Background: an optimization exercise with open tools, aiming at small area, a short achievable clock period and few clock cycles per item. Do not read the settings as production practice. Where RTL was checked, it was by simulation tests only, not by an equivalence proof against the original. No activity file was given, so power comes from the tool's default toggle rates.

==> 03-10: inputs <==
==> flow/design.v <==
`timescale 1ns/100ps
package mpeg_pkg;
	typedef logic [8-1:0] byte_t;
	typedef logic [16-1:0] key_t;
	typedef enum logic {
		run_misc  = 1'b0,
		run_video = 1'b1
	} run_class_e;
	typedef logic [7:0] run_len_t;
	typedef enum logic [1:0] {
		sc_idle,
		sc_zero,
		sc_zero_zero,
		sc_prefix
	} scan_state_e;
	typedef enum logic {
		join_idle,
		join_copy
	} join_state_e;
endpackage
`timescale 1ns/100ps
module mpeg_scrambler_top (
	input  logic            clk,
	input  logic            rst_n,
	input  mpeg_pkg::byte_t mpeg_in,
	input  logic            mpeg_in_en,
	input  logic            stream_end,
	input  mpeg_pkg::key_t  key_in,
	input  logic            key_en,
	output mpeg_pkg::byte_t mpeg_out,
	output logic            mpeg_out_en,
	output logic            mpeg_prog_full
);
	localparam logic [1:0] SC_IDLE = 2'b00;
	localparam logic [1:0] SC_ZERO = 2'b01;
	localparam logic [1:0] SC_ZERO_ZERO = 2'b11;
	localparam logic [1:0] SC_PREFIX = 2'b10;
	mpeg_pkg::key_t lfsr;
	logic step_d;
	logic key_bit;
	logic [1:0] state;
	logic [1:0] state_nx;
	logic video;
	logic video_nx;
	logic carries_sign;
	logic is_zero;
	logic is_one;
	logic is_slice;
	logic step;
	assign carries_sign = |mpeg_in[7:1];
	assign is_zero = ~carries_sign & ~mpeg_in[0];
	assign is_one = ~carries_sign & mpeg_in[0];
	assign is_slice = (mpeg_in >= 8'h01) && (mpeg_in <= 8'hAF);
	assign key_bit = step_d ? lfsr[14] : lfsr[15];
	assign step = mpeg_in_en & video & carries_sign;
	assign mpeg_prog_full = 1'b0;
	always_comb begin
		state_nx = state;
		video_nx = video;
		case (state)
			SC_IDLE: state_nx = is_zero ? SC_ZERO : SC_IDLE;
			SC_ZERO: state_nx = is_zero ? SC_ZERO_ZERO : SC_IDLE;
			SC_ZERO_ZERO: state_nx = is_one ? SC_PREFIX : (is_zero ? SC_ZERO_ZERO : SC_IDLE);
			default: begin
				state_nx = SC_IDLE;
				video_nx = is_slice;
			end
		endcase
		if (stream_end) begin
			state_nx = SC_IDLE;
			video_nx = 1'b0;
		end
	end
	always_ff @(posedge clk) begin
		mpeg_out <= {mpeg_in[7:1], mpeg_in[0] ^ (video & carries_sign & key_bit)};
		mpeg_out_en <= mpeg_in_en & rst_n;
	end
	always_ff @(posedge clk) begin
		if (!rst_n) begin
			lfsr <= 16'hACE1;
			step_d <= 1'b0;
			state <= SC_IDLE;
			video <= 1'b0;
		end else begin
			if (key_en)
				lfsr <= (key_in == '0) ? mpeg_pkg::key_t'(16'hACE1) : key_in;
			else if (step_d)
				lfsr <= {lfsr[14:0], lfsr[15] ^ lfsr[13] ^ lfsr[12] ^ lfsr[10]};
			step_d <= step & ~key_en;
			if (mpeg_in_en) begin
				state <= state_nx;
				video <= video_nx;
			end
		end
	end
endmodule
==> flow/flow/run.sh <==
#!/bin/bash
# Standard ORFS layout with plain buf_1 cells as the port buffers (buffer_ports otherwise picks a
# delay buffer) and a clock tree without dummy loads. Make's full output goes to flow_make.log here.
set -euo pipefail
bash standard.sh "BUFFER_PORTS_ARGS=-buffer_cell sky130_fd_sc_hd__buf_1" \
	"CTS_ARGS=-sink_clustering_enable -repair_clock_nets -dont_use_dummy_load -buf_list {sky130_fd_sc_hd__clkbuf_8 sky130_fd_sc_hd__clkbuf_16} -sink_clustering_size 16 -sink_clustering_max_diameter 100" \
	finish > flow_make.log 2>&1
==> flow/standard.sh <==
#!/bin/bash
# synth_recipe.tcl (not shown) runs the flow's synth.tcl, then flattens the netlist and writes it again
# the make line also repeats each setting of config.mk as NAME=value (left out here)
make -C /OpenROAD-flow-scripts/flow DESIGN_CONFIG=/design/flow/config.mk WORK_HOME=/design/flow/orfs CLKGATE_MAP_FILE= SYNTH_SCRIPT=/design/flow/synth_recipe.tcl "${@:-finish}"
==> flow/config.mk <==
export PLATFORM = sky130hd
export DESIGN_NAME = mpeg_scrambler_top
export DESIGN_NICKNAME = mpeg_scrambler_top
export VERILOG_FILES = /design/flow/design.v
export SDC_FILE = /design/flow/constraint.sdc
export NUM_CORES = 4
export LEC_CHECK = 0
export CAP_MARGIN = 20
export CORE_AREA = 2.5 2.5 58.5 58.5
export DIE_AREA = 0 0 61 61
export SETUP_SLACK_MARGIN = 3.2
export SLEW_MARGIN = 20
==> flow/constraint.sdc <==
create_clock -name core_clock -period 5.0 [get_ports {clk}]
set_input_delay 1.0000 -clock core_clock [delete_from_list [all_inputs] [get_ports {clk}]]
set_output_delay 1.0000 -clock core_clock [all_outputs]
set_load 0.01 [all_outputs]
==> 02-28 (differences from 03-10) <==
==> flow/design.v, changed modules only <==
module mpeg_scrambler_top (
	input  logic            clk,
	input  logic            rst_n,
	input  mpeg_pkg::byte_t mpeg_in,
	input  logic            mpeg_in_en,
	input  logic            stream_end,
	input  mpeg_pkg::key_t  key_in,
	input  logic            key_en,
	output mpeg_pkg::byte_t mpeg_out,
	output logic            mpeg_out_en,
	output logic            mpeg_prog_full
);
	mpeg_pkg::key_t lfsr;
	mpeg_pkg::scan_state_e state;
	mpeg_pkg::scan_state_e state_nx;
	mpeg_pkg::run_class_e section;
	mpeg_pkg::run_class_e section_nx;
	logic carries_sign;
	logic step;
	assign carries_sign = |mpeg_in[7:1];
	assign step = mpeg_in_en & (section == mpeg_pkg::run_video) & carries_sign;
	assign mpeg_prog_full = 1'b0;
	always_comb begin
		state_nx = state;
		section_nx = section;
		case (state)
			mpeg_pkg::sc_idle: begin
				if (mpeg_in == 8'h00)
					state_nx = mpeg_pkg::sc_zero;
			end
			mpeg_pkg::sc_zero: begin
				state_nx = (mpeg_in == 8'h00) ? mpeg_pkg::sc_zero_zero : mpeg_pkg::sc_idle;
			end
			mpeg_pkg::sc_zero_zero: begin
				if (mpeg_in == 8'h01)
					state_nx = mpeg_pkg::sc_prefix;
				else if (mpeg_in != 8'h00)
					state_nx = mpeg_pkg::sc_idle;
			end
			default: begin
				state_nx = mpeg_pkg::sc_idle;
				if (mpeg_in >= 8'h01 && mpeg_in <= 8'hAF)
					section_nx = mpeg_pkg::run_video;
				else
					section_nx = mpeg_pkg::run_misc;
			end
		endcase
		if (stream_end) begin
			state_nx = mpeg_pkg::sc_idle;
			section_nx = mpeg_pkg::run_misc;
		end
	end
	always_ff @(posedge clk) begin
		mpeg_out <= {mpeg_in[7:1], mpeg_in[0] ^ ((section == mpeg_pkg::run_video) & carries_sign & lfsr[15])};
		mpeg_out_en <= mpeg_in_en & rst_n;
	end
	always_ff @(posedge clk) begin
		if (!rst_n) begin
			lfsr <= 16'hACE1;
			state <= mpeg_pkg::sc_idle;
			section <= mpeg_pkg::run_misc;
		end else begin
			if (key_en)
				lfsr <= (key_in == '0) ? mpeg_pkg::key_t'(16'hACE1) : key_in;
			else if (step)
				lfsr <= {lfsr[14:0], lfsr[15] ^ lfsr[13] ^ lfsr[12] ^ lfsr[10]};
			if (mpeg_in_en) begin
				state <= state_nx;
				section <= section_nx;
			end
		end
	end
endmodule
==> flow/flow/run.sh (replaced) <==
#!/bin/bash
# Standard ORFS layout, with plain buf_1 cells as the port buffers instead of the delay buffer
# that buffer_ports picks on its own. Make's full output goes to flow_make.log here.
set -euo pipefail
bash standard.sh "BUFFER_PORTS_ARGS=-buffer_cell sky130_fd_sc_hd__buf_1" finish > flow_make.log 2>&1
CORE_AREA = not set   (was 2.5 2.5 58.5 58.5)
CORE_MARGIN = 2   (was not set)
CORE_UTILIZATION = 40   (was not set)
CTS_BUF_LIST = sky130_fd_sc_hd__clkbuf_8 sky130_fd_sc_hd__clkbuf_16   (was not set)
DIE_AREA = not set   (was 0 0 61 61)
SETUP_SLACK_MARGIN = not set   (was 3.2)
==> 02-08 (differences from 03-10) <==
--- a/flow/design.v
+++ b/flow/design.v
@@ -20,2 +20,22 @@
 endpackage
+`timescale 1ns/100ps
+module lfsr_next #(
+	parameter bit DEFAULT = 1'b0
+) (
+	input  logic cur,
+	input  logic shifted,
+	input  logic key,
+	input  logic sel_key,
+	input  logic sel_shift,
+	input  logic sel_hold,
+	input  logic force_one,
+	output logic nx
+);
+	logic kept;
+	assign kept = (sel_key & key) | (sel_shift & shifted) | (sel_hold & cur);
+	if (DEFAULT)
+		assign nx = kept | force_one;
+	else
+		assign nx = kept;
+endmodule
 `timescale 1ns/100ps
@@ -77,5 +97,29 @@
 	end
+	logic sel_key;
+	logic sel_shift;
+	logic sel_hold;
+	logic force_one;
+	mpeg_pkg::key_t lfsr_shifted;
+	mpeg_pkg::key_t lfsr_nx;
+	assign sel_key = rst_n & key_en & (key_in != '0);
+	assign sel_shift = rst_n & ~key_en & step_d;
+	assign sel_hold = rst_n & ~key_en & ~step_d;
+	assign force_one = ~rst_n | (key_en & (key_in == '0));
+	assign lfsr_shifted = {lfsr[14:0], lfsr[15] ^ lfsr[13] ^ lfsr[12] ^ lfsr[10]};
+	for (genvar i = 0; i < 16; i++) begin : g_lfsr
+		lfsr_next #(.DEFAULT(16'hACE1 >> i & 1)) next (
+			.cur(lfsr[i]),
+			.shifted(lfsr_shifted[i]),
+			.key(key_in[i]),
+			.sel_key(sel_key),
+			.sel_shift(sel_shift),
+			.sel_hold(sel_hold),
+			.force_one(force_one),
+			.nx(lfsr_nx[i])
+		);
+	end
+	always_ff @(posedge clk)
+		lfsr <= lfsr_nx;
 	always_ff @(posedge clk) begin
 		if (!rst_n) begin
-			lfsr <= 16'hACE1;
 			step_d <= 1'b0;
@@ -84,6 +128,2 @@
 		end else begin
-			if (key_en)
-				lfsr <= (key_in == '0) ? mpeg_pkg::key_t'(16'hACE1) : key_in;
-			else if (step_d)
-				lfsr <= {lfsr[14:0], lfsr[15] ^ lfsr[13] ^ lfsr[12] ^ lfsr[10]};
 			step_d <= step & ~key_en;
==> flow/flow/run.sh (replaced) <==
#!/bin/bash
# Standard ORFS layout with plain buf_1 cells as the port buffers (buffer_ports otherwise picks a
# delay buffer), a clock tree of clkbuf_4 cells without dummy loads, and the slow wide OR cells
# added to the platform's don't-use list (flow/dont_use.txt holds the platform's list and these),
# so that synthesis builds wide ORs from NOR and NAND gates. Make's full output goes to
# flow_make.log here.
set -euo pipefail
bash standard.sh "BUFFER_PORTS_ARGS=-buffer_cell sky130_fd_sc_hd__buf_1" \
	"CTS_ARGS=-sink_clustering_enable -repair_clock_nets -dont_use_dummy_load -buf_list sky130_fd_sc_hd__clkbuf_4" \
	"DONT_USE_CELLS=$(cat flow/dont_use.txt)" \
	finish > flow_make.log 2>&1
==> flow/flow/dont_use.txt (new file) <==
sky130_fd_sc_hd__probe_p_8 sky130_fd_sc_hd__probec_p_8 sky130_fd_sc_hd__lpflow_bleeder_1 sky130_fd_sc_hd__lpflow_clkbufkapwr_1 sky130_fd_sc_hd__lpflow_clkbufkapwr_16 sky130_fd_sc_hd__lpflow_clkbufkapwr_2 sky130_fd_sc_hd__lpflow_clkbufkapwr_4 sky130_fd_sc_hd__lpflow_clkbufkapwr_8 sky130_fd_sc_hd__lpflow_clkinvkapwr_1 sky130_fd_sc_hd__lpflow_clkinvkapwr_16 sky130_fd_sc_hd__lpflow_clkinvkapwr_2 sky130_fd_sc_hd__lpflow_clkinvkapwr_4 sky130_fd_sc_hd__lpflow_clkinvkapwr_8 sky130_fd_sc_hd__lpflow_decapkapwr_12 sky130_fd_sc_hd__lpflow_decapkapwr_3 sky130_fd_sc_hd__lpflow_decapkapwr_4 sky130_fd_sc_hd__lpflow_decapkapwr_6 sky130_fd_sc_hd__lpflow_decapkapwr_8 sky130_fd_sc_hd__lpflow_inputiso0n_1 sky130_fd_sc_hd__lpflow_inputiso0p_1 sky130_fd_sc_hd__lpflow_inputiso1n_1 sky130_fd_sc_hd__lpflow_inputiso1p_1 sky130_fd_sc_hd__lpflow_inputisolatch_1 sky130_fd_sc_hd__lpflow_isobufsrc_1 sky130_fd_sc_hd__lpflow_isobufsrc_16 sky130_fd_sc_hd__lpflow_isobufsrc_2 sky130_fd_sc_hd__lpflow_isobufsrc_4 sky130_fd_sc_hd__lpflow_isobufsrc_8 sky130_fd_sc_hd__lpflow_isobufsrckapwr_16 sky130_fd_sc_hd__lpflow_lsbuf_lh_hl_isowell_tap_1 sky130_fd_sc_hd__lpflow_lsbuf_lh_hl_isowell_tap_2 sky130_fd_sc_hd__lpflow_lsbuf_lh_hl_isowell_tap_4 sky130_fd_sc_hd__lpflow_lsbuf_lh_isowell_4 sky130_fd_sc_hd__lpflow_lsbuf_lh_isowell_tap_1 sky130_fd_sc_hd__lpflow_lsbuf_lh_isowell_tap_2 sky130_fd_sc_hd__lpflow_lsbuf_lh_isowell_tap_4 sky130_fd_sc_hd__or4_1 sky130_fd_sc_hd__or4_2 sky130_fd_sc_hd__or4_4 sky130_fd_sc_hd__or4b_1 sky130_fd_sc_hd__or4b_2 sky130_fd_sc_hd__or4b_4 sky130_fd_sc_hd__or4bb_1 sky130_fd_sc_hd__or4bb_2 sky130_fd_sc_hd__or4bb_4 sky130_fd_sc_hd__or3_1 sky130_fd_sc_hd__or3_2 sky130_fd_sc_hd__or3_4 sky130_fd_sc_hd__or3b_1 sky130_fd_sc_hd__or3b_2 sky130_fd_sc_hd__or3b_4
SETUP_SLACK_MARGIN = 3.15   (was 3.2)
SYNTH_HIERARCHICAL = 1   (was not set)
==> notes <==
Against 02-28, the non-clock buffer count of 02-08 is higher by 11. Via count: 02-08 > 02-28 > 03-10. Clock power: 02-08 < 03-10 < 02-28. Synthesized cell count: 02-08 < 03-10 < 02-28. In 02-08 the combinational power is larger than in 02-28, by 42%. Sequential share of layout area, highest first: 02-28, 03-10, 02-08. Against 02-08, the sequential power of 02-28 is smaller by about 4%.
==> figures <==
| metric | 02-08 | 02-28 | 03-10 |
|---|---|---|---|
| Status | no timing/DRC/antenna violations | no timing/DRC/antenna violations | no timing/DRC/antenna violations |
| Number of clock-tree buffers in the layout | 5 | 3 | 5 |
| Relative slew slack | 65.9% | 48.4% | 46.3% |
| Number of cells on the worst reg-to-reg path | 3 | 4 | 3 |
| DP Area | 1330 sq um | 1360 sq um | 1360 sq um |
| Sequential logic power | 0.251 mW | 0.242 mW | 0.251 mW |
| Power density relative to cell area | 272 nW/um^2 | 328 nW/um^2 | 316 nW/um^2 |
| Fraction of the mapped netlist area in compound gates | 21.0% | 26.9% | 16.1% |
| Number of warnings reported in the yosys synthesis log | 7 | 1 | 1 |
| Gate power share | 16.3% | 10.8% | 12.0% |
| Actual slew at the worst max-slew pin | 0.512 ns | 0.774 ns | 0.804 ns |
| Effective utilization at floorplan | 36.2% | 41.1% | 39.3% |
| Non-clock buffer share | 19.1% | 9.74% | 10.8% |
| Count of TritonRoute iterations in the first routing pass | 6 | 4 | 5 |
| Number of buffers created by CTS | 5 | 3 | 5 |
| All-layer global routing usage | 16.6% | 15.9% | 15.9% |
Testbench counts of 03-10, summed over its fixed seeds: cycles 173,216, bytes 173,208.
Testbench counts of 02-28, summed over its fixed seeds: cycles 173,216, bytes 173,208.
No functional check of the RTL was part of 02-08.

[port drivers added, routing unchanged]
The results above use ideal ports. As a check the final layouts listed here were re-extracted and re-timed, cells and wires unchanged.
Step 1 assumes that a clkbuf_16 drives the clock port and a buf_2 every other input.
Step 2 adds t to the input delays and takes it off the output delays; t is the mean of the earliest and latest rising clock arrival at the registers after step 1. Input paths then give back, and output paths get back, about the clock's delay inside the block.
Three values: no drivers, after step 1, after step 2; two values: the first two.
run	t, ns	setup WS [ns]	worst setup path after step 2
03-10	0.289	3.244 / 3.238 / 2.948	input to register
02-28	0.295	2.575 / 2.578 / 2.282	input to register
02-08	0.337	3.024 / 3.008 / 2.671	input to register
After both steps setup and hold are still met in every run listed. For 02-08, which loses most, drivers alone change the setup slack by -0.016 ns; drivers and shift together by -0.353 ns.
